Background: an optimization exercise with open tools, aiming at a short achievable clock period and few clock cycles. Do not read the settings as production practice. Only simulation tests tie the RTL to the original design; equivalence was not proved. Power and IR drop assume default switching activity.

==> design/flow/design.v <==
package cpu_pkg;
  localparam int xlen = 32;
  localparam int reg_idx_w = 5;
  localparam int imem_addr_w = 6;
  typedef struct packed {
    logic [31:0] rs1_oh;
    logic [31:0] rs2_oh;   
    logic [31:0] rd_oh;   
    logic [31:0] immv;   
    logic        o_add;
    logic        o_sub;
    logic        o_and;
    logic        o_or;
    logic        o_xor;
    logic        o_slt;
    logic        br;
    logic        bne;
    logic        ec;
  } slot_t;
  typedef struct packed {
    logic        ld;
    logic        st;
    logic [31:0] rs1_oh;   
    logic [31:0] rs2_oh;   
    logic [7:0]  imm;   
    logic [31:0] ldrd_oh;   
  } mem_t;
endpackage
`timescale 1ns/1ns
function automatic logic [31:0] ks_add(input logic [31:0] a, input logic [31:0] b, input logic cin);
  logic [31:0] p, g, pp, gg, pn, gn;
  p = a ^ b;
  g = a & b;
  gg = g;
  pp = p;
  gg[0] = g[0] | (p[0] & cin);
  for (int d = 1; d < 32; d = d * 2) begin
    gn = gg;
    pn = pp;
    for (int i = d; i < 32; i++) begin
      gn[i] = gg[i] | (pp[i] & gg[i - d]);
      pn[i] = pp[i] & pp[i - d];
    end
    gg = gn;
    pp = pn;
  end
  ks_add = p ^ {gg[30:0], cin};
endfunction
function automatic logic pairable(input logic [31:0] i0, input logic [31:0] i1);
  logic op0, opimm0, ld0, st0, br0, jal0, sys0, ld1, st1, use1, use2, wr0, dep;
  logic [4:0] rs1;
  op0    = i0[6:0] == 7'b0110011;
  opimm0 = i0[6:0] == 7'b0010011;
  ld0    = i0[6:0] == 7'b0000011;
  st0    = i0[6:0] == 7'b0100011;
  br0    = i0[6:0] == 7'b1100011;
  jal0   = i0[6:0] == 7'b1101111;
  sys0   = i0[6:0] == 7'b1110011;
  ld1    = i1[6:0] == 7'b0000011;
  st1    = i1[6:0] == 7'b0100011;
  use1 = i1[6:0] == 7'b0110011 || i1[6:0] == 7'b0010011 || ld1 || st1 || i1[6:0] == 7'b1100011
         || i1[6:0] == 7'b1110011;
  use2 = i1[6:0] == 7'b0110011 || st1 || i1[6:0] == 7'b1100011;
  rs1 = i1[6:0] == 7'b1110011 ? 5'd17 : i1[19:15];
  wr0 = (op0 && (i0[14:12] == 3'b000 || i0[14:12] == 3'b111 || i0[14:12] == 3'b110
                 || i0[14:12] == 3'b100 || i0[14:12] == 3'b010)) || opimm0 || ld0 || jal0;
  dep = wr0 && i0[11:7] != 5'd0 && ((use1 && rs1 == i0[11:7]) || (use2 && i1[24:20] == i0[11:7]));
  pairable = !(br0 || jal0 || sys0) && !((ld0 || st0) && (ld1 || st1)) && !dep
             && !(ld0 && i1[6:0] == 7'b1110011);
endfunction
module fdec (
  input  logic [31:0]     pc,
  input  logic [31:0]     pc4,   
  input  logic [63:0]     pc4_oh,   
  input  logic [31:0]     inst,
  input  logic [20:0]     off,   
  input  logic            jal,   
  output cpu_pkg::slot_t  s,
  output cpu_pkg::mem_t   m,   
  output logic [31:0]     src_oh,   
  output logic [31:0]     dst_oh,   
  output logic [31:0]     tgt,   
  output logic [63:0]     tgt_oh,
  output logic [31:0]     npc,   
  output logic [63:0]     npc_oh
);
  logic is_op, is_opimm, is_load, is_store, is_br, is_sys;
  logic [2:0] f3;
  logic [31:0] imm_i, imm_s;
  logic [4:0] rs1;
  logic wr, use1, use2;
  logic [31:0] rs1_oh, rs2_oh;
  assign f3 = inst[14:12];
  assign is_op    = inst[6:0] == 7'b0110011;
  assign is_opimm = inst[6:0] == 7'b0010011;
  assign is_load  = inst[6:0] == 7'b0000011;
  assign is_store = inst[6:0] == 7'b0100011;
  assign is_br    = inst[6:0] == 7'b1100011;
  assign is_sys   = inst[6:0] == 7'b1110011;
  assign imm_i = {{20{inst[31]}}, inst[31:20]};
  assign imm_s = {{20{inst[31]}}, inst[31:25], inst[11:7]};
  assign rs1 = is_sys ? 5'd17 : inst[19:15];   
  logic op_add, op_sub, op_and, op_or, op_xor, op_slt;
  assign op_add = is_op && f3 == 3'b000 && !inst[30];
  assign op_sub = is_op && f3 == 3'b000 && inst[30];
  assign op_and = is_op && f3 == 3'b111;
  assign op_or  = is_op && f3 == 3'b110;
  assign op_xor = is_op && f3 == 3'b100;
  assign op_slt = is_op && f3 == 3'b010;
  assign s.o_add = op_add || op_sub || is_opimm || jal;
  assign s.o_sub = op_sub || op_slt;
  assign s.o_and = op_and;
  assign s.o_or  = op_or;
  assign s.o_xor = op_xor;
  assign s.o_slt = op_slt;
  assign s.br    = is_br;
  assign s.bne   = f3[0];
  assign s.ec    = is_sys;
  assign wr = op_add || op_sub || op_and || op_or || op_xor || op_slt || is_opimm || jal;
  assign use1 = is_op || is_opimm || is_load || is_store || is_br || is_sys;
  assign use2 = is_op || is_store || is_br;
  always_comb begin
    for (int i = 0; i < 32; i++) begin
      rs1_oh[i] = i != 0 && rs1 == i[4:0];
      rs2_oh[i] = i != 0 && inst[24:20] == i[4:0];
      s.rd_oh[i] = i != 0 && wr && inst[11:7] == i[4:0];
      dst_oh[i] = i != 0 && (wr || is_load) && inst[11:7] == i[4:0];
    end
  end
  assign s.rs1_oh = (is_op || is_opimm || is_br || is_sys) ? rs1_oh : 32'd0;
  assign s.rs2_oh = (is_op || is_br) ? rs2_oh : 32'd0;
  assign s.immv = is_opimm ? imm_i : jal ? pc4 : 32'd0;
  assign src_oh = (use1 ? rs1_oh : 32'd0) | (use2 ? rs2_oh : 32'd0);
  assign m.ld = is_load;
  assign m.st = is_store;
  assign m.rs1_oh = rs1_oh;
  assign m.rs2_oh = rs2_oh;
  assign m.imm = is_store ? imm_s[7:0] : imm_i[7:0];
  assign m.ldrd_oh = 32'd0;
  assign tgt = ks_add(pc, {{11{off[20]}}, off}, 1'b0);
  always_comb begin
    for (int i = 0; i < 64; i++) tgt_oh[i] = tgt[7:2] == i[5:0];
  end
  assign npc = jal ? tgt : pc4;
  assign npc_oh = jal ? tgt_oh : pc4_oh;
endmodule
module fgroup (
  input  logic [31:0]     pc,
  input  logic [63:0]     pc_oh,
  input  logic [31:0]     inst0,
  input  logic [20:0]     off0,
  input  logic            jal0,
  input  logic [31:0]     inst1,
  input  logic [20:0]     off1,
  input  logic            jal1,
  input  logic            ok1,   
  input  logic            pairok,   
  input  logic [31:0]     hz_oh,   
  output cpu_pkg::slot_t  a,
  output cpu_pkg::slot_t  b,
  output cpu_pkg::mem_t   m,
  output logic [31:0]     tgt,   
  output logic [63:0]     tgt_oh,
  output logic [31:0]     npc,
  output logic [63:0]     npc_oh,
  output logic            stall   
);
  logic [31:0] dst0, dst1, src0, src1;
  logic [31:0] pc4, pc8, tgt0, tgt1, npc0, npc1;
  logic [63:0] oh4, oh8, tgt0_oh, tgt1_oh, npc0_oh, npc1_oh;
  logic        pair;
  cpu_pkg::slot_t s1;
  cpu_pkg::mem_t m0, m1;
  assign pc4 = ks_add(pc, 32'd4, 1'b0);
  assign pc8 = ks_add(pc, 32'd8, 1'b0);
  assign oh4 = {pc_oh[62:0], pc_oh[63]};
  assign oh8 = {pc_oh[61:0], pc_oh[63:62]};
  fdec u0 (
    .pc(pc), .pc4(pc4), .pc4_oh(oh4), .inst(inst0), .off(off0), .jal(jal0),
    .s(a), .m(m0), .src_oh(src0), .dst_oh(dst0),
    .tgt(tgt0), .tgt_oh(tgt0_oh), .npc(npc0), .npc_oh(npc0_oh)
  );
  fdec u1 (
    .pc(pc4), .pc4(pc8), .pc4_oh(oh8), .inst(inst1), .off(off1), .jal(jal1),
    .s(s1), .m(m1), .src_oh(src1), .dst_oh(dst1),
    .tgt(tgt1), .tgt_oh(tgt1_oh), .npc(npc1), .npc_oh(npc1_oh)
  );
  assign pair = pairok && ok1 && !(|(hz_oh & src1));
  assign stall = |(hz_oh & src0);
  always_comb begin
    b = s1;
    if (!pair) begin
      b.rd_oh = 32'd0;
      b.br = 1'b0;
      b.ec = 1'b0;
    end
  end
  always_comb begin
    if (m0.ld || m0.st) begin
      m = m0;
      m.ldrd_oh = m0.ld ? dst0 & ~(pair ? dst1 : 32'd0) : 32'd0;
    end else begin
      m = m1;
      m.ld = pair && m1.ld;
      m.st = pair && m1.st;
      m.ldrd_oh = (pair && m1.ld) ? dst1 : 32'd0;
    end
  end
  assign tgt = pair ? tgt1 : tgt0;
  assign tgt_oh = pair ? tgt1_oh : tgt0_oh;
  assign npc = pair ? npc1 : npc0;
  assign npc_oh = pair ? npc1_oh : npc0_oh;
endmodule
module cpu (
  input  logic                               clk,
  input  logic                               reset,
  input  logic                               prog_we,
  input  logic [cpu_pkg::imem_addr_w-1:0]    prog_addr,
  input  logic [cpu_pkg::xlen-1:0]           prog_data,
  input  logic [cpu_pkg::reg_idx_w-1:0]      dbg_idx,
  output logic                               is_halted,
  output logic [cpu_pkg::xlen-1:0]           dbg_data
);
  logic [31:0] imem [64];
  logic [20:0] imem_off [64];   
  logic [63:0] imem_jal;   
  logic [63:0] imem_pair;   
  logic [31:0] rf [32];   
  logic [31:0] dmem [64];
  logic [31:0] fpc;   
  logic [63:0] fpc_oh;   
  cpu_pkg::slot_t xa, xb;
  cpu_pkg::mem_t xm;
  logic [31:0] x_tgt;   
  logic [63:0] x_tgt_oh;
  logic [31:0] ld_oh;   
  logic [31:0] ldq;   
  logic        halted;   
  logic        reset_q;
  logic [63:0] wr_mask;   
  logic [63:0] used;   
  logic        restart;   
  logic        restart_q;   
  logic [20:0] p_off;
  logic        p_jal;
  assign p_jal = prog_data[6:0] == 7'b1101111;
  assign p_off = p_jal ? {prog_data[31], prog_data[19:12], prog_data[20], prog_data[30:21], 1'b0}
                       : {{8{prog_data[31]}}, prog_data[31], prog_data[7], prog_data[30:25],
                          prog_data[11:8], 1'b0};
  always_ff @(posedge clk) begin
    for (int j = 0; j < 64; j++) begin
      if (prog_we && prog_addr == j[5:0]) imem_pair[j] <= pairable(prog_data, imem[(j + 1) % 64]);
      else if (prog_we && prog_addr == 6'((j + 1) % 64)) imem_pair[j] <= pairable(imem[j], prog_data);
    end
  end
  always_ff @(posedge clk) begin
    if (prog_we) begin
      imem[prog_addr] <= prog_data;
      imem_off[prog_addr] <= p_off;
      imem_jal[prog_addr] <= p_jal;
    end
  end
  logic [31:0] aa, ba, ab, bb, suma, sumb, resa, resb, ldata, sd;
  logic [7:0]  mbase, addr;
  logic [63:0] d_oh;
  logic        lta, ltb, taken, halt_now;
  always_comb begin
    aa = 32'd0;
    ba = xa.immv;
    ab = 32'd0;
    bb = xb.immv;
    mbase = 8'd0;
    sd = 32'd0;
    for (int i = 1; i < 32; i++) begin
      aa = aa | ({32{xa.rs1_oh[i]}} & rf[i]);
      ba = ba | ({32{xa.rs2_oh[i]}} & rf[i]);
      ab = ab | ({32{xb.rs1_oh[i]}} & rf[i]);
      bb = bb | ({32{xb.rs2_oh[i]}} & rf[i]);
      mbase = mbase | ({8{xm.rs1_oh[i]}} & rf[i][7:0]);
      sd = sd | ({32{xm.rs2_oh[i]}} & rf[i]);
    end
  end
  assign suma = ks_add(aa, ba ^ {32{xa.o_sub}}, xa.o_sub);
  assign sumb = ks_add(ab, bb ^ {32{xb.o_sub}}, xb.o_sub);
  assign lta = (aa[31] != ba[31]) ? aa[31] : suma[31];
  assign ltb = (ab[31] != bb[31]) ? ab[31] : sumb[31];
  assign addr = 8'(ks_add({24'd0, mbase}, {24'd0, xm.imm}, 1'b0));
  always_comb begin
    ldata = 32'd0;
    for (int j = 0; j < 64; j++) begin
      d_oh[j] = addr[7:2] == j[5:0];
      ldata = ldata | ({32{d_oh[j]}} & dmem[j]);
    end
  end
  assign resa = ({32{xa.o_add}} & suma) | ({32{xa.o_and}} & (aa & ba))
              | ({32{xa.o_or}} & (aa | ba)) | ({32{xa.o_xor}} & (aa ^ ba))
              | {31'd0, xa.o_slt & lta};
  assign resb = ({32{xb.o_add}} & sumb) | ({32{xb.o_and}} & (ab & bb))
              | ({32{xb.o_or}} & (ab | bb)) | ({32{xb.o_xor}} & (ab ^ bb))
              | {31'd0, xb.o_slt & ltb};
  assign taken = (xa.br && ((aa == ba) ^ xa.bne)) || (xb.br && ((ab == bb) ^ xb.bne));
  assign halt_now = !halted && ((xa.ec && aa == 32'd10) || (xb.ec && ab == 32'd10));
  always_ff @(posedge clk) begin
    for (int i = 1; i < 32; i++) begin
      if (restart) rf[i] <= 32'd0;
      else if (xb.rd_oh[i] && !halted) rf[i] <= resb;
      else if (xa.rd_oh[i] && !halted) rf[i] <= resa;
      else if (ld_oh[i]) rf[i] <= ldq;
    end
  end
  always_ff @(posedge clk) begin
    ldq <= ldata;
    if (restart || halted) ld_oh <= 32'd0;
    else ld_oh <= xm.ldrd_oh;
  end
  always_ff @(posedge clk) begin
    for (int j = 0; j < 64; j++) begin
      if (restart) dmem[j] <= 32'd0;
      else if (xm.st && d_oh[j] && !halted) dmem[j] <= sd;
    end
  end
  always_ff @(posedge clk) begin
    if (restart) halted <= 1'b0;
    else if (halt_now) halted <= 1'b1;
  end
  always_ff @(posedge clk) begin
    is_halted <= !reset && !restart_q && (halted || halt_now);
  end
  always_comb begin
    dbg_data = 32'd0;
    for (int i = 1; i < 32; i++) begin
      dbg_data = dbg_data | ({32{dbg_idx == i[4:0]}} & rf[i]);
    end
  end
  logic [63:0] m1_oh, t1_oh;
  logic [31:0] m0_inst, m1_inst, t0_inst, t1_inst, z_inst;
  logic [20:0] m0_off, m1_off, t0_off, t1_off, z_off;
  logic        m0_jal, m1_jal, t0_jal, t1_jal, z_jal;
  logic        m_pairok, t_pairok;
  logic        m0_ok, m1_ok, t0_ok, t1_ok, sel_ok;
  assign m1_oh = {fpc_oh[62:0], fpc_oh[63]};
  assign t1_oh = {x_tgt_oh[62:0], x_tgt_oh[63]};
  always_comb begin
    m0_inst = 32'd0; m0_off = 21'd0; m0_jal = 1'b0;
    m1_inst = 32'd0; m1_off = 21'd0; m1_jal = 1'b0;
    t0_inst = 32'd0; t0_off = 21'd0; t0_jal = 1'b0;
    t1_inst = 32'd0; t1_off = 21'd0; t1_jal = 1'b0;
    m_pairok = 1'b0; t_pairok = 1'b0;
    for (int j = 0; j < 64; j++) begin
      m_pairok = m_pairok | (fpc_oh[j] & imem_pair[j]);
      t_pairok = t_pairok | (x_tgt_oh[j] & imem_pair[j]);
      m0_inst = m0_inst | ({32{fpc_oh[j]}} & imem[j]);
      m0_off = m0_off | ({21{fpc_oh[j]}} & imem_off[j]);
      m0_jal = m0_jal | (fpc_oh[j] & imem_jal[j]);
      m1_inst = m1_inst | ({32{m1_oh[j]}} & imem[j]);
      m1_off = m1_off | ({21{m1_oh[j]}} & imem_off[j]);
      m1_jal = m1_jal | (m1_oh[j] & imem_jal[j]);
      t0_inst = t0_inst | ({32{x_tgt_oh[j]}} & imem[j]);
      t0_off = t0_off | ({21{x_tgt_oh[j]}} & imem_off[j]);
      t0_jal = t0_jal | (x_tgt_oh[j] & imem_jal[j]);
      t1_inst = t1_inst | ({32{t1_oh[j]}} & imem[j]);
      t1_off = t1_off | ({21{t1_oh[j]}} & imem_off[j]);
      t1_jal = t1_jal | (t1_oh[j] & imem_jal[j]);
    end
  end
  assign m0_ok = !reset || |(wr_mask & fpc_oh);
  assign m1_ok = !reset || |(wr_mask & m1_oh);
  assign t0_ok = !reset || |(wr_mask & x_tgt_oh);
  assign t1_ok = !reset || |(wr_mask & t1_oh);
  assign z_inst = (prog_we && prog_addr == 6'd0) ? prog_data : imem[0];
  assign z_off = (prog_we && prog_addr == 6'd0) ? p_off : imem_off[0];
  assign z_jal = (prog_we && prog_addr == 6'd0) ? p_jal : imem_jal[0];
  cpu_pkg::slot_t ma, mb, ta, tb, za, zb;
  logic [31:0] m_tgt, m_npc, t_tgt, t_npc, z_tgt, z_npc;
  logic [63:0] m_tgt_oh, m_npc_oh, t_tgt_oh, t_npc_oh, z_tgt_oh, z_npc_oh;
  cpu_pkg::mem_t mm, tm, zm;
  logic        m_stall, t_stall, z_stall;
  fgroup u_m (
    .pc(fpc), .pc_oh(fpc_oh), .inst0(m0_inst), .off0(m0_off), .jal0(m0_jal),
    .inst1(m1_inst), .off1(m1_off), .jal1(m1_jal), .ok1(m1_ok), .pairok(m_pairok), .hz_oh(xm.ldrd_oh),
    .a(ma), .b(mb), .tgt(m_tgt), .tgt_oh(m_tgt_oh), .npc(m_npc), .npc_oh(m_npc_oh),
    .m(mm), .stall(m_stall)
  );
  fgroup u_t (
    .pc(x_tgt), .pc_oh(x_tgt_oh), .inst0(t0_inst), .off0(t0_off), .jal0(t0_jal),
    .inst1(t1_inst), .off1(t1_off), .jal1(t1_jal), .ok1(t1_ok), .pairok(t_pairok), .hz_oh(xm.ldrd_oh),
    .a(ta), .b(tb), .tgt(t_tgt), .tgt_oh(t_tgt_oh), .npc(t_npc), .npc_oh(t_npc_oh),
    .m(tm), .stall(t_stall)
  );
  fgroup u_z (
    .pc(32'd0), .pc_oh(64'd1), .inst0(z_inst), .off0(z_off), .jal0(z_jal),
    .inst1(32'd0), .off1(21'd0), .jal1(1'b0), .ok1(1'b0), .pairok(1'b0), .hz_oh(32'd0),
    .a(za), .b(zb), .tgt(z_tgt), .tgt_oh(z_tgt_oh), .npc(z_npc), .npc_oh(z_npc_oh),
    .m(zm), .stall(z_stall)
  );
  logic br_x;
  assign br_x = xa.br || xb.br;
  assign sel_ok = taken ? t0_ok && !t_stall : m0_ok && !m_stall;
  assign restart = (reset && (!reset_q || !prog_we || prog_addr == 6'd0)) || restart_q;
  always_ff @(posedge clk) begin
    restart_q <= reset && !restart
                 && (used[prog_addr] || (fpc_oh[prog_addr] && m0_ok) || (m1_oh[prog_addr] && m1_ok)
                     || (x_tgt_oh[prog_addr] && t0_ok && br_x) || (t1_oh[prog_addr] && t1_ok && br_x));
  end
  always_ff @(posedge clk) begin
    reset_q <= reset;
    if (reset && (!reset_q || !prog_we || prog_addr == 6'd0)) wr_mask <= 64'd0;
    if (prog_we) wr_mask[prog_addr] <= 1'b1;
  end
  always_ff @(posedge clk) begin
    if (restart) used <= 64'd1;
    else used <= used | (m0_ok ? fpc_oh : 64'd0) | (m1_ok ? m1_oh : 64'd0)
                 | (t0_ok && br_x ? x_tgt_oh : 64'd0) | (t1_ok && br_x ? t1_oh : 64'd0);
  end
  always_ff @(posedge clk) begin
    if (restart) begin
      fpc <= z_npc; fpc_oh <= z_npc_oh;
      xa <= za; xb <= zb; x_tgt <= z_tgt; x_tgt_oh <= z_tgt_oh;
      xm <= zm;
    end else if (!sel_ok) begin
      if (taken) begin
        fpc <= x_tgt; fpc_oh <= x_tgt_oh;
      end
      xa.rd_oh <= 32'd0; xa.br <= 1'b0; xa.ec <= 1'b0;
      xb.rd_oh <= 32'd0; xb.br <= 1'b0; xb.ec <= 1'b0;
      xm.ld <= 1'b0; xm.st <= 1'b0; xm.ldrd_oh <= 32'd0;
    end else if (taken) begin
      fpc <= t_npc; fpc_oh <= t_npc_oh;
      xa <= ta; xb <= tb; x_tgt <= t_tgt; x_tgt_oh <= t_tgt_oh;
      xm <= tm;
    end else begin
      fpc <= m_npc; fpc_oh <= m_npc_oh;
      xa <= ma; xb <= mb; x_tgt <= m_tgt; x_tgt_oh <= m_tgt_oh;
      xm <= mm;
    end
  end
endmodule
==> design/flow/run.sh <==
#!/bin/bash
# synth_recipe.tcl (not shown) runs the flow's synth.tcl, then flattens the netlist and writes it again
# the make line also repeats each setting of config.mk as NAME=value (left out here)
make -C /OpenROAD-flow-scripts/flow DESIGN_CONFIG=/design/flow/config.mk WORK_HOME=/design/flow/orfs CLKGATE_MAP_FILE= SYNTH_SCRIPT=/design/flow/synth_recipe.tcl finish
==> design/flow/config.mk <==
export PLATFORM = sky130hd
export DESIGN_NAME = cpu
export DESIGN_NICKNAME = cpu
export VERILOG_FILES = /design/flow/design.v
export SDC_FILE = /design/flow/constraint.sdc
export NUM_CORES = 4
export LEC_CHECK = 0
export CAP_MARGIN = 20
export CORE_MARGIN = 2
export CORE_UTILIZATION = 30
export PLACE_DENSITY = 0.4
export SETUP_SLACK_MARGIN = 3.5
export SLEW_MARGIN = 20
export TNS_END_PERCENT = 10
==> design/flow/constraint.sdc <==
create_clock -name core_clock -period 9.0 [get_ports {clk}]
set_input_delay 1.8000 -clock core_clock [delete_from_list [all_inputs] [get_ports {clk}]]
set_output_delay 1.8000 -clock core_clock [all_outputs]
set_load 0.01 [all_outputs]
==> results of run 1 <==
## per-stage QoR
stage	util	worst slack [ns]	area (µm²)	power, W
CTS	0.363	2.41	507000	0.150
detailed placement	0.333	0.953	465000	0.110
global placement	0.333	0.387	464000	0.111
floorplan	-	0.699	421000	0.0656
## how the worst min path moves through the flow
stage               slack (ns)   endpoint       from
CTS                       0.46     xb[33]     xb[33]
detailed placement        0.45    used[0]    used[0]
floorplan                 0.41  is_halted  restart_q
global placement          0.45     xb[33]     xb[33]
## what timing repair did
item | CTS
cloned | 51
hold buffers | 0
pin swaps | 219
gates resized for setup | 1038
endpoints found under the setup margin | 3914
setup buffers | 653
## power by group through the flow
stage	sequential, W	clock [W]	combinational [W]
after detailed placement	0.0372	0	0.0727
after global placement	0.0374	0	0.0732
after CTS	0.0358	0.0379	0.0765
after floorplan	0.0350	0	0.0305
## per-layer routing
metal / overflow / track usage
met5: 0 / 0.318
met4: 3 / 0.668
met3: 0 / 0.586
met2: 1 / 0.856
met1: 0 / 0.747
## logic make-up after synthesis
logic type | after synthesis | share of synthesized area
DFF | 6805 | 0.405
AOI/OAI and AO/OA | 19200 | 0.346
xor gates and xnor gates | 1418 | 0.0296
muxes | 582 | 0.0142
adders and majority gates | 329 | 0.00993
buffers and inverters | 6381 | 0.0579
and+or+nand+nor | 12200 | 0.137
## cells in the mapped netlist, drive strengths merged, types with 526 or more instances
master  number
nand3     1086
clkbuf    4653
dfxtp     3434
a22o      3213
nand2     2398
nand4     1405
xnor2      773
mux2i      526
a22oi     3687
a21oi     1744
buf       1256
nor2      4563
edfxtp    3371
nor3       855
a221oi    3449
o21ai     1862
xor2       645
a211oi    3003
==> summary.txt, run 1 <==
Logic synthesis
  • Synth area leaders: edfxtp_1 24%, dfxtp_1 16%, a221oi_1 7.2%
  • Avg Inst Size Synth: 8.93 µm²
  • FF+latch count, synth: 6805
  • Distinct cell type count after synthesis: 95
  • Seq/Total Area, Yosys: 0.405
  • Synthesized net count: 47300
  • Top-area cell type share of the netlist area: 0.241
  • Area leader, netlist: edfxtp_1
  • Syn. warnings: 8
  • Mapped cell area: 0.419 mm²
  • Synth Flop Type: dfxtp_1
  • Ys async rst share: 0
  • Syn Inst Count: 46900
  • Post-synth EDFFs: 3371

Clocking
  • Cts bufs inserted: 846
  • Root buffer cell: clkbuf_16
  • Clk sinks: 6805
  • Clock H-tree levels: 6
  • CTS Buffer Depth: 5

Global route
  • Gr ovfl total: 4
  • GRT Resource Usage Total: 0.721
  • First-pass GRT wire length: 6610 mm
  • Vias in the first global route: 539000
  • Pin count of the biggest net entering global routing: 182

Die
  • Initial core utilization: 0.301
  • Floorplan die height: 1.19 mm
  • Die W: 1.19 mm
  • Io pins: 79
  • # rows: 434

Run status
  • Run status: aborted with a tool error
  • Run Error: [ERROR GRT-0116] Global routing finished with congestion. Check the congestion regions in the DRC Viewer.
  • Fail Step: global routing

Placed design
  • Final Wtd Congestion: 1.25
  • Placed cells: 63700
  • Detailed Place HPWL: 3330 mm
  • Port Buf Inserts: 78
Testbench counts, summed over its fixed seeds: cycles 19,399.
==> run 2: changes to the inputs <==
--- a/design/flow/design.v
+++ b/design/flow/design.v
@@ -75,3 +75,2 @@
   input  logic [31:0]     inst,
-  input  logic [20:0]     off,   
   input  logic            jal,   
@@ -92,2 +91,5 @@
   logic [31:0] rs1_oh, rs2_oh;
+  logic [20:0] off;   
+  assign off = jal ? {inst[31], inst[19:12], inst[20], inst[30:21], 1'b0}
+                   : {{8{inst[31]}}, inst[31], inst[7], inst[30:25], inst[11:8], 1'b0};
   assign f3 = inst[14:12];
@@ -150,6 +152,4 @@
   input  logic [31:0]     inst0,
-  input  logic [20:0]     off0,
   input  logic            jal0,
   input  logic [31:0]     inst1,
-  input  logic [20:0]     off1,
   input  logic            jal1,
@@ -178,3 +178,3 @@
   fdec u0 (
-    .pc(pc), .pc4(pc4), .pc4_oh(oh4), .inst(inst0), .off(off0), .jal(jal0),
+    .pc(pc), .pc4(pc4), .pc4_oh(oh4), .inst(inst0), .jal(jal0),
     .s(a), .m(m0), .src_oh(src0), .dst_oh(dst0),
@@ -183,3 +183,3 @@
   fdec u1 (
-    .pc(pc4), .pc4(pc8), .pc4_oh(oh8), .inst(inst1), .off(off1), .jal(jal1),
+    .pc(pc4), .pc4(pc8), .pc4_oh(oh8), .inst(inst1), .jal(jal1),
     .s(s1), .m(m1), .src_oh(src1), .dst_oh(dst1),
@@ -224,3 +224,2 @@
   logic [31:0] imem [64];
-  logic [20:0] imem_off [64];   
   logic [63:0] imem_jal;   
@@ -243,8 +242,4 @@
   logic        restart_q;   
-  logic [20:0] p_off;
   logic        p_jal;
   assign p_jal = prog_data[6:0] == 7'b1101111;
-  assign p_off = p_jal ? {prog_data[31], prog_data[19:12], prog_data[20], prog_data[30:21], 1'b0}
-                       : {{8{prog_data[31]}}, prog_data[31], prog_data[7], prog_data[30:25],
-                          prog_data[11:8], 1'b0};
   always_ff @(posedge clk) begin
@@ -258,3 +253,2 @@
       imem[prog_addr] <= prog_data;
-      imem_off[prog_addr] <= p_off;
       imem_jal[prog_addr] <= p_jal;
@@ -336,3 +330,2 @@
   logic [31:0] m0_inst, m1_inst, t0_inst, t1_inst, z_inst;
-  logic [20:0] m0_off, m1_off, t0_off, t1_off, z_off;
   logic        m0_jal, m1_jal, t0_jal, t1_jal, z_jal;
@@ -343,6 +336,6 @@
   always_comb begin
-    m0_inst = 32'd0; m0_off = 21'd0; m0_jal = 1'b0;
-    m1_inst = 32'd0; m1_off = 21'd0; m1_jal = 1'b0;
-    t0_inst = 32'd0; t0_off = 21'd0; t0_jal = 1'b0;
-    t1_inst = 32'd0; t1_off = 21'd0; t1_jal = 1'b0;
+    m0_inst = 32'd0; m0_jal = 1'b0;
+    m1_inst = 32'd0; m1_jal = 1'b0;
+    t0_inst = 32'd0; t0_jal = 1'b0;
+    t1_inst = 32'd0; t1_jal = 1'b0;
     m_pairok = 1'b0; t_pairok = 1'b0;
@@ -352,12 +345,8 @@
       m0_inst = m0_inst | ({32{fpc_oh[j]}} & imem[j]);
-      m0_off = m0_off | ({21{fpc_oh[j]}} & imem_off[j]);
       m0_jal = m0_jal | (fpc_oh[j] & imem_jal[j]);
       m1_inst = m1_inst | ({32{m1_oh[j]}} & imem[j]);
-      m1_off = m1_off | ({21{m1_oh[j]}} & imem_off[j]);
       m1_jal = m1_jal | (m1_oh[j] & imem_jal[j]);
       t0_inst = t0_inst | ({32{x_tgt_oh[j]}} & imem[j]);
-      t0_off = t0_off | ({21{x_tgt_oh[j]}} & imem_off[j]);
       t0_jal = t0_jal | (x_tgt_oh[j] & imem_jal[j]);
       t1_inst = t1_inst | ({32{t1_oh[j]}} & imem[j]);
-      t1_off = t1_off | ({21{t1_oh[j]}} & imem_off[j]);
       t1_jal = t1_jal | (t1_oh[j] & imem_jal[j]);
@@ -370,3 +359,2 @@
   assign z_inst = (prog_we && prog_addr == 6'd0) ? prog_data : imem[0];
-  assign z_off = (prog_we && prog_addr == 6'd0) ? p_off : imem_off[0];
   assign z_jal = (prog_we && prog_addr == 6'd0) ? p_jal : imem_jal[0];
@@ -378,4 +366,4 @@
   fgroup u_m (
-    .pc(fpc), .pc_oh(fpc_oh), .inst0(m0_inst), .off0(m0_off), .jal0(m0_jal),
-    .inst1(m1_inst), .off1(m1_off), .jal1(m1_jal), .ok1(m1_ok), .pairok(m_pairok), .hz_oh(xm.ldrd_oh),
+    .pc(fpc), .pc_oh(fpc_oh), .inst0(m0_inst), .jal0(m0_jal),
+    .inst1(m1_inst), .jal1(m1_jal), .ok1(m1_ok), .pairok(m_pairok), .hz_oh(xm.ldrd_oh),
     .a(ma), .b(mb), .tgt(m_tgt), .tgt_oh(m_tgt_oh), .npc(m_npc), .npc_oh(m_npc_oh),
@@ -384,4 +372,4 @@
   fgroup u_t (
-    .pc(x_tgt), .pc_oh(x_tgt_oh), .inst0(t0_inst), .off0(t0_off), .jal0(t0_jal),
-    .inst1(t1_inst), .off1(t1_off), .jal1(t1_jal), .ok1(t1_ok), .pairok(t_pairok), .hz_oh(xm.ldrd_oh),
+    .pc(x_tgt), .pc_oh(x_tgt_oh), .inst0(t0_inst), .jal0(t0_jal),
+    .inst1(t1_inst), .jal1(t1_jal), .ok1(t1_ok), .pairok(t_pairok), .hz_oh(xm.ldrd_oh),
     .a(ta), .b(tb), .tgt(t_tgt), .tgt_oh(t_tgt_oh), .npc(t_npc), .npc_oh(t_npc_oh),
@@ -390,4 +378,4 @@
   fgroup u_z (
-    .pc(32'd0), .pc_oh(64'd1), .inst0(z_inst), .off0(z_off), .jal0(z_jal),
-    .inst1(32'd0), .off1(21'd0), .jal1(1'b0), .ok1(1'b0), .pairok(1'b0), .hz_oh(32'd0),
+    .pc(32'd0), .pc_oh(64'd1), .inst0(z_inst), .jal0(z_jal),
+    .inst1(32'd0), .jal1(1'b0), .ok1(1'b0), .pairok(1'b0), .hz_oh(32'd0),
     .a(za), .b(zb), .tgt(z_tgt), .tgt_oh(z_tgt_oh), .npc(z_npc), .npc_oh(z_npc_oh),
==> design/flow/flow/run.sh (new file) <==
#!/bin/bash
# Layout: the standard ORFS flow (standard.sh), with two changes to how cells are chosen:
# the port buffers are buf_8 instead of the default buffer cell, and the repair steps may
# resize a cell to any cell of the same function, not only one with the same footprint.
# make's full output goes to make.log in the work folder; ORFS keeps each step's log under
# orfs/logs.
set -euo pipefail
cd "$(dirname "$0")/.."
bash standard.sh "BUFFER_PORTS_ARGS=-buffer_cell sky130_fd_sc_hd__buf_8" MATCH_CELL_FOOTPRINT=0 finish > make.log 2>&1
==> design/flow/standard.sh (new file) <==
#!/bin/bash
# synth_recipe.tcl (not shown) runs the flow's synth.tcl, then flattens the netlist and writes it again
# the make line also repeats each setting of config.mk as NAME=value (left out here)
make -C /OpenROAD-flow-scripts/flow DESIGN_CONFIG=/design/flow/config.mk WORK_HOME=/design/flow/orfs CLKGATE_MAP_FILE= SYNTH_SCRIPT=/design/flow/synth_recipe.tcl "${@:-finish}"
--- a/design/flow/config.mk
+++ b/design/flow/config.mk
@@ -9,4 +9,4 @@
 export CORE_MARGIN = 2
-export CORE_UTILIZATION = 30
-export PLACE_DENSITY = 0.4
+export CORE_UTILIZATION = 35
+export PLACE_DENSITY = 0.45
 export SETUP_SLACK_MARGIN = 3.5
removed: design/flow/run.sh
==> run 2 against run 1 <==
  * The flow again stops in global routing
  * Area after synthesis is 10% lower
  * Synthesized cell count is 6.8% lower
==> summary.txt, run 2 <==
Run status
  • Run Error: [ERROR GRT-0116] Global routing finished with congestion. Check the congestion regions in the DRC Viewer.
  • Run status: aborted with a tool error
  • Fail Step: global routing

Global route
  • Gr ovfl total: 8257
  • Vias in the first global route: 526000
  • First-pass GRT wire length: 6100 mm
  • GRT Resource Usage Total: 0.830
  • Pin count of the biggest net entering global routing: 232

Placed design
  • Port Buf Inserts: 78 (unchanged)
  • Placed Instance Area: 0.413 mm² (-11%)
  • Final Wtd Congestion: 1.33 (+6.0%)
  • Detailed Place HPWL: 2950 mm (-11%)
  • Placed cells: 56100 (-12%)

Logic synthesis
  • Synthesized net count: 44100 (-6.7%)
  • Post-synth EDFFs: 2539 (-25%)
  • Syn. warnings: 8 (unchanged)
  • Area leader, netlist: edfxtp_1
  • Ys async rst share: 0 (unchanged)
  • Top-area cell type share of the netlist area: 0.202 (-0.0395)
  • Syn Inst Count: 43800 (-6.8%)
  • Synth Flop Type: dfxtp_1
  • Distinct cell type count after synthesis: 113 (+19%)
  • Mapped cell area: 0.378 mm² (-10%)
  • FF+latch count, synth: 5973 (-12%)
  • Avg Inst Size Synth: 8.63 µm² (-3.4%)
  • Seq/Total Area, Yosys: 0.384 (-0.0213)
  • Commonest cells in the netlist: 4673 x nor2_1, 4352 x clkbuf_1, 3889 x a22oi_1, 3434 x dfxtp_1, 3039 x a211oi_1
  • Synth area leaders: edfxtp_1 20%, dfxtp_1 18%, a22oi_1 7.7%
  • Count leader, synth: nor2_1

Clocking
  • Cts bufs inserted: 719 (-15%)
  • Clock H-tree levels: 6 (unchanged)
  • Hold-fix buffers, CTS: 0 (unchanged)
  • Root buffer cell: clkbuf_16
  • CTS Buffer Depth: 5 (unchanged)
  • Clk sinks: 5973 (-12%)

Die
  • Die W: 1.04 mm (-12%)
  • # rows: 381 (-12%)
  • Io pins: 79 (unchanged)
  • Initial core utilization: 0.351 (+0.0503)
  • Floorplan die height: 1.04 mm (-12%)
==> run 2: cell types whose count changed after synthesis, sizes merged, moves of 234 or more <==
cell / change
nand4: -234
nand2: -296
clkbuf: -275
a221oi: -967
a22o: -971
edfxtp: -832
==> run 2: routing by layer <==
| metal | GRT overflow | GRT usage |
|---|---|---|
| met3 | 347 | 0.714 |
| met5 | 39 | 0.476 |
| met2 | 4818 | 0.945 |
| met4 | 2740 | 0.832 |
| met1 | 313 | 0.836 |
==> run 2: cell families after synthesis <==
group / after synthesis / synth area share
xor gates and xnor gates: 1442 / 0.0335
and+or+nand+nor: 12000 / 0.150
muxes: 530 / 0.0168
buffers and inverters: 5957 / 0.0608
AOI/OAI and AO/OA: 17600 / 0.344
DFF: 5973 / 0.384
adders and majority gates: 329 / 0.0110
==> run 2: timing repair <==
item | 4_1_cts
endpoints found under the setup margin | 3960
resized for setup | 1628
cloned | 104
pin swaps | 331
buffers inserted | 783
==> run 2: power groups by stage <==
stage	Clock, W	Combinational (W)	Sequential [W]
after floorplan	0	0.0270	0.0307
after global placement	0	0.0652	0.0329
after detailed placement	0	0.0646	0.0328
after CTS	0.0320	0.0711	0.0316
==> run 2: how the worst max path moves through the flow <==
stage | to | startpoint | depth (start not counted)
floorplan | x_tgt[0] | fpc_oh[10] | 19
global placement | fpc[31] | fpc_oh[56] | 27
detailed placement | fpc_oh[18] | xb[131] | 23
CTS | fpc[23] | imem_jal[35] | 33
==> run 2: per-stage QoR <==
step	setup WS, ns	hold slack (ns)	util	setup TNS (ns)
after floorplan	0.867	0.417	-	0
after CTS	2.20	0.459	0.423	0
after detailed placement	0.390	0.450	0.384	0
after global placement	-0.223	0.450	0.383	-0.302
Testbench counts of run 2, summed over its fixed seeds: cycles 19,399.
==> run 3: changes to the inputs <==
--- a/design/flow/design.v
+++ b/design/flow/design.v
@@ -244,6 +244,11 @@
   assign p_jal = prog_data[6:0] == 7'b1101111;
+  logic       pw_q;
+  logic [5:0] pa_q;
   always_ff @(posedge clk) begin
+    pw_q <= prog_we;
+    pa_q <= prog_addr;
     for (int j = 0; j < 64; j++) begin
-      if (prog_we && prog_addr == j[5:0]) imem_pair[j] <= pairable(prog_data, imem[(j + 1) % 64]);
-      else if (prog_we && prog_addr == 6'((j + 1) % 64)) imem_pair[j] <= pairable(imem[j], prog_data);
+      if (prog_we && (prog_addr == j[5:0] || prog_addr == 6'((j + 1) % 64))) imem_pair[j] <= 1'b0;
+      else if (pw_q && (pa_q == j[5:0] || pa_q == 6'((j + 1) % 64)))
+        imem_pair[j] <= pairable(imem[j], imem[(j + 1) % 64]);
     end
--- a/design/flow/config.mk
+++ b/design/flow/config.mk
@@ -9,4 +9,4 @@
 export CORE_MARGIN = 2
-export CORE_UTILIZATION = 35
-export PLACE_DENSITY = 0.45
+export CORE_UTILIZATION = 30
+export PLACE_DENSITY = 0.4
 export SETUP_SLACK_MARGIN = 3.5
==> run 3 against run 2 <==
  * The run again fails in global routing
  * Synthesized cell count down 3.5%
  * Area after synthesis down 2.4%
==> summary.txt, run 3 <==
Logic synthesis
  • Syn Inst Count: 42200 (-3.5%)
  • Synth area leaders: edfxtp_1 20%, dfxtp_1 19%, a22oi_1 7.5%
  • FF+latch count, synth: 5980 (+0.12%)
  • Mapped cell area: 0.369 mm² (-2.4%)
  • Area leader, netlist: edfxtp_1
  • Xor/xnor share of the synthesized area: 0.0186 (-0.0148)
  • Main combinational cell family by area after synthesis: compound AO/OA/AOI/OAI gates
  • Post-synth EDFFs: 2475 (-2.5%)
  • Ys async rst share: 0 (unchanged)
  • Distinct cell type count after synthesis: 114 (+0.88%)
  • Simple-Gate Fraction of Synth Area: 0.145 (-0.00496)
  • Count leader, synth: nor2_1
  • Synthesized net count: 42600 (-3.5%)
  • Compound-Gate Fraction of Synth Area: 0.352 (+0.00829)
  • Avg Inst Size Synth: 8.73 µm² (+1.2%)
  • Commonest cells in the netlist: 4073 x nor2_1, 3896 x clkbuf_1, 3692 x a22oi_1, 3505 x dfxtp_1, 2914 x a211oi_1
  • Synth Flop Type: dfxtp_1
  • Top-area cell type share of the netlist area: 0.202 (-0.000294)
  • Syn. warnings: 8 (unchanged)
  • Mux cell area share after synthesis: 0.0181 (+0.00133)
  • Seq/Total Area, Yosys: 0.392 (+0.00800)
  • Adder and majority gate portion of the synthesized area: 0.0113 (+0.000269)

Global route
  • Pin count of the biggest net entering global routing: 184
  • Gr ovfl total: 2219
  • GRT Resource Usage Total: 0.759
  • First-pass GRT wire length: 6200 mm
  • Vias in the first global route: 495000

Clocking
  • Clock H-tree levels: 6 (unchanged)
  • Hold-fix buffers, CTS: 0 (unchanged)
  • Clk sinks: 5980 (+0.12%)
  • CTS Buffer Depth: 5 (unchanged)
  • Root buffer cell: clkbuf_16
  • Cts bufs inserted: 755 (+5.0%)

Die
  • Initial core utilization: 0.301 (-0.0503)
  • Floorplan die height: 1.11 mm (+6.7%)
  • Io pins: 79 (unchanged)
  • # rows: 407 (+6.8%)
  • Die W: 1.11 mm (+6.7%)

Placed design
  • Port Buf Inserts: 78 (unchanged)
  • Pre-CTS WS: -0.156 ns (-0.545 ns)
  • Detailed Place HPWL: 3190 mm (+8.3%)
  • Final Wtd Congestion: 1.33 (about the same)
  • Placed Instance Area: 0.410 mm² (-0.74%)

Run status
  • Run Error: [ERROR GRT-0116] Global routing finished with congestion. Check the congestion regions in the DRC Viewer.
  • Fail Step: global routing
  • Run status: aborted with a tool error
[run 3: cell count changes after synthesis, moves of 294 or more]
cell	before	now
buf_2	388	682
clkbuf_1	4352	3896
nor2_1	4673	4073
nor3_1	918	531
xnor2_1	727	385
xor2_1	715	399
[run 3: cells by family after synthesis]
| logic type | after synthesis |
|---|---|
| multiplexers | 626 |
| adder cells (fa/ha/maj) | 329 |
| AO/OA/AOI/OAI | 17500 |
| flip-flops | 5980 |
| buffers and inverters | 5854 |
| AND/OR/NAND/NOR | 11100 |
| XOR/XNOR | 784 |
[run 3: per-stage QoR]
| stage | setup TNS (ns) | power (W) | instances | hold WS (ns) | util |
|---|---|---|---|---|---|
| 4_1_cts | 0 | 0.133 | 58700 | 0.470 | 0.360 |
| 3_5_place_dp | -0.257 | 0.0989 | 57100 | 0.461 | 0.335 |
| 3_3_place_gp | -32.49 | 0.0998 | 57100 | 0.451 | 0.334 |
| 2_1_floorplan | 0 | 0.0569 | 42200 | 0.411 | - |
[run 3: worst max path at each step]
stage,to
after CTS,fpc[28]
after global placement,fpc_oh[63]
after detailed placement,fpc_oh[48]
after floorplan,x_tgt[0]
[run 3: power groups by stage]
stage | registers, W | logic, W | clock network [W]
floorplan | 0.0308 | 0.0261 | 0
global placement | 0.0331 | 0.0667 | 0
detailed placement | 0.0330 | 0.0660 | 0
CTS | 0.0321 | 0.0681 | 0.0333
[run 3: routing by layer]
layer / GRT usage / overflow
met1: 0.778 / 29
met2: 0.891 / 1239
met3: 0.616 / 43
met4: 0.740 / 898
met5: 0.380 / 10
[run 3: timing repair]
item,CTS
buffers inserted,199
setup endpoints to repair,3903
gates resized for setup,525
pin swaps,112
gates cloned,10
Testbench counts of run 3, summed over its fixed seeds: cycles 19,409.
==> run 4: changes to the inputs <==
--- a/design/flow/config.mk
+++ b/design/flow/config.mk
@@ -9,4 +9,4 @@
 export CORE_MARGIN = 2
-export CORE_UTILIZATION = 30
-export PLACE_DENSITY = 0.4
+export CORE_UTILIZATION = 25
+export PLACE_DENSITY = 0.35
 export SETUP_SLACK_MARGIN = 3.5
==> run 4 against run 3 <==
  * The run again fails in global routing
  * Area after synthesis is the same
  * Synthesized cell count is the same
==> summary.txt, run 4 <==
Run status
  • Run status: aborted with a tool error
  • Fail Step: global routing
  • Run Error: [ERROR GRT-0116] Global routing finished with congestion. Check the congestion regions in the DRC Viewer.

Clocking
  • Clock H-tree levels: 6 (unchanged)
  • Clk sinks: 5980 (unchanged)
  • Hold-fix buffers, CTS: 0 (unchanged)
  • Root buffer cell: clkbuf_16
  • CTS Buffer Depth: 5 (unchanged)
  • Cts bufs inserted: 784 (+3.8%)

Logic synthesis
  • Ys async rst share: 0 (unchanged)
  • Mapped cell area: 0.369 mm² (unchanged)
  • Post-synth EDFFs: 2475 (unchanged)
  • Synthesized net count: 42600 (unchanged)
  • Top-area cell type share of the netlist area: 0.202 (unchanged)
  • Syn Inst Count: 42200 (unchanged)
  • Count leader, synth: nor2_1
  • Seq/Total Area, Yosys: 0.392 (unchanged)
  • Synth area leaders: edfxtp_1 20%, dfxtp_1 19%, a22oi_1 7.5%
  • Distinct cell type count after synthesis: 114 (unchanged)
  • Syn. warnings: 8 (unchanged)
  • Synth Flop Type: dfxtp_1
  • Commonest cells in the netlist: 4073 x nor2_1, 3896 x clkbuf_1, 3692 x a22oi_1, 3505 x dfxtp_1, 2914 x a211oi_1
  • Area leader, netlist: edfxtp_1
  • FF+latch count, synth: 5980 (unchanged)
  • Avg Inst Size Synth: 8.73 µm² (unchanged)

Die
  • Io pins: 79 (unchanged)
  • Floorplan die height: 1.22 mm (+9.5%)
  • Die W: 1.22 mm (+9.5%)
  • # rows: 446 (+9.6%)
  • Initial core utilization: 0.250 (-0.0502)

Placed design
  • Port Buf Inserts: 78 (unchanged)
  • Final Wtd Congestion: 1.23 (-7.7%)
  • Detailed Place HPWL: 3490 mm (+9.5%)

Global route
  • Vias in the first global route: 491000
  • First-pass GRT wire length: 6630 mm
  • Pin count of the biggest net entering global routing: 207
  • Gr ovfl total: 42
  • GRT Resource Usage Total: 0.689
[run 4: stage by stage]
stage	power [W]	instances	instance area [µm²]	worst slack, ns
2_1_floorplan	0.0569	42200	369000	0.931
3_3_place_gp	0.102	60500	416000	-1.33
3_5_place_dp	0.101	60600	417000	-0.179
4_1_cts	0.137	62400	451000	1.84
[run 4: worst min path at each step]
stage | endpoint | cells after the start | start
after CTS | used[0] | 2 | used[0]
after detailed placement | used[0] | 2 | used[0]
after global placement | used[0] | 2 | used[0]
after floorplan | is_halted | 1 | restart_q
[run 4: cells by family after synthesis]
group | Yosys count | share of synthesized area
compound gates | 17500 | 0.352
buf+inv | 5854 | 0.0627
fa+ha+maj | 329 | 0.0113
xor+xnor | 784 | 0.0186
flops | 5980 | 0.392
simple gates | 11100 | 0.145
mux | 626 | 0.0181
[run 4: per-layer routing]
layer | global-route usage | overflow
met5 | 0.315 | 0
met4 | 0.624 | 20
met3 | 0.527 | 0
met2 | 0.832 | 22
met1 | 0.730 | 0
[run 4: power by group through the flow]
stage	logic (W)	registers (W)	clock network (W)
detailed placement	0.0680	0.0329	0
global placement	0.0686	0.0331	0
CTS	0.0706	0.0319	0.0346
floorplan	0.0261	0.0308	0
[run 4: repair_timing]
item | 4_1_cts
pin swaps | 119
gates cloned | 10
endpoints found under the setup margin | 3877
gates resized for setup | 595
hold endpoints to repair | 0
setup buffers | 379
==> run 5: changes to the inputs <==
==> design/flow/run.sh (new file) <==
#!/bin/bash
# synth_recipe.tcl (not shown) runs the flow's synth.tcl, then flattens the netlist and writes it again
# the make line also repeats each setting of config.mk as NAME=value (left out here)
make -C /OpenROAD-flow-scripts/flow DESIGN_CONFIG=/design/flow/config.mk WORK_HOME=/design/flow/orfs CLKGATE_MAP_FILE= SYNTH_SCRIPT=/design/flow/synth_recipe.tcl finish
removed: design/flow/flow/run.sh
removed: design/flow/standard.sh
==> run 5 against run 4 <==
  * The flow again stops in global routing
  * Area after synthesis did not move
  * Synthesized cell count did not move
==> summary.txt, run 5 <==
Run status
  • Run status: aborted with a tool error
  • Fail Step: global routing
  • Run Error: [ERROR GRT-0116] Global routing finished with congestion. Check the congestion regions in the DRC Viewer.

Placed design
  • Final Wtd Congestion: 1.23 (-0.11%)
  • Detailed Place HPWL: 3570 mm (+2.2%)
  • Port Buf Inserts: 78 (unchanged)
  • Placed cells: 60700 (+0.27%)
  • Placed Instance Area: 0.419 mm² (+0.40%)

Die
  • Initial core utilization: 0.250 (unchanged)
  • Floorplan die height: 1.22 mm (unchanged)
  • Die W: 1.22 mm (unchanged)
  • # rows: 446 (unchanged)
  • Io pins: 79 (unchanged)

Logic synthesis
  • FF+latch count, synth: 5980 (unchanged)
  • Syn. warnings: 8 (unchanged)
  • Synth Flop Type: dfxtp_1
  • Syn Inst Count: 42200 (unchanged)
  • Area leader, netlist: edfxtp_1
  • Count leader, synth: nor2_1
  • Seq/Total Area, Yosys: 0.392 (unchanged)
  • Commonest cells in the netlist: 4073 x nor2_1, 3896 x clkbuf_1, 3692 x a22oi_1, 3505 x dfxtp_1, 2914 x a211oi_1
  • Distinct cell type count after synthesis: 114 (unchanged)
  • Xor/xnor share of the synthesized area: 0.0186 (unchanged)
  • Post-synth EDFFs: 2475 (unchanged)
  • Mux cell area share after synthesis: 0.0181 (unchanged)
  • Avg Inst Size Synth: 8.73 µm² (unchanged)
  • Ys async rst share: 0 (unchanged)
  • Compound-Gate Fraction of Synth Area: 0.352 (unchanged)
  • Simple-Gate Fraction of Synth Area: 0.145 (unchanged)
  • Main combinational cell family by area after synthesis: compound AO/OA/AOI/OAI gates
  • Synth area leaders: edfxtp_1 20%, dfxtp_1 19%, a22oi_1 7.5%
  • Mapped cell area: 0.369 mm² (unchanged)
  • Adder and majority gate portion of the synthesized area: 0.0113 (unchanged)
  • Top-area cell type share of the netlist area: 0.202 (unchanged)
  • Synthesized net count: 42600 (unchanged)

Clocking
  • Clock H-tree levels: 6 (unchanged)
  • Clk sinks: 5980 (unchanged)
  • Cts bufs inserted: 776 (-1.0%)
  • Hold-fix buffers, CTS: 0 (unchanged)
  • Root buffer cell: clkbuf_16
  • CTS Buffer Depth: 5 (unchanged)

Global route
  • Gr ovfl total: 24
  • Pin count of the biggest net entering global routing: 230
  • GRT Resource Usage Total: 0.702
  • First-pass GRT wire length: 6680 mm
  • Vias in the first global route: 490000
==> run 5: timing repair <==
action / in CTS
endpoints found under the setup margin: 3853
resized for setup: 1114
pin swaps: 264
setup buffers: 590
cloned: 84
==> run 5: kinds of logic after synthesis <==
kind of cell | count (synthesis)
buffers and inverters | 5854
AND/OR/NAND/NOR | 11100
XOR/XNOR | 784
AO/OA/AOI/OAI | 17500
multiplexers | 626
adder cells (fa/ha/maj) | 329
flip-flops | 5980
==> run 5: power by group through the flow <==
stage               sequential (W)  clock (W)  combinational [W]
detailed placement          0.0333          0             0.0698
global placement            0.0336          0             0.0703
floorplan                   0.0308          0             0.0265
CTS                         0.0320     0.0343             0.0745
==> run 5: per-stage QoR <==
step	total power [W]	TNS [ns]	setup slack, ns	hold WS, ns
CTS	0.141	0	2.03	0.420
detailed placement	0.103	0	0.236	0.448
global placement	0.104	-4.13	-0.788	0.441
floorplan	0.0573	0	0.965	0.411
==> run 5: metal layers <==
layer,track usage,GRT overflow
met5,0.310,0
met4,0.671,7
met3,0.542,0
met2,0.845,17
met1,0.730,0
==> run 5: worst min-delay path by stage <==
stage | endpoint | slack, ns
3_3_place_gp | used[0] | 0.44
3_5_place_dp | used[0] | 0.45
2_1_floorplan | is_halted | 0.41
4_1_cts | ldq[24] | 0.42
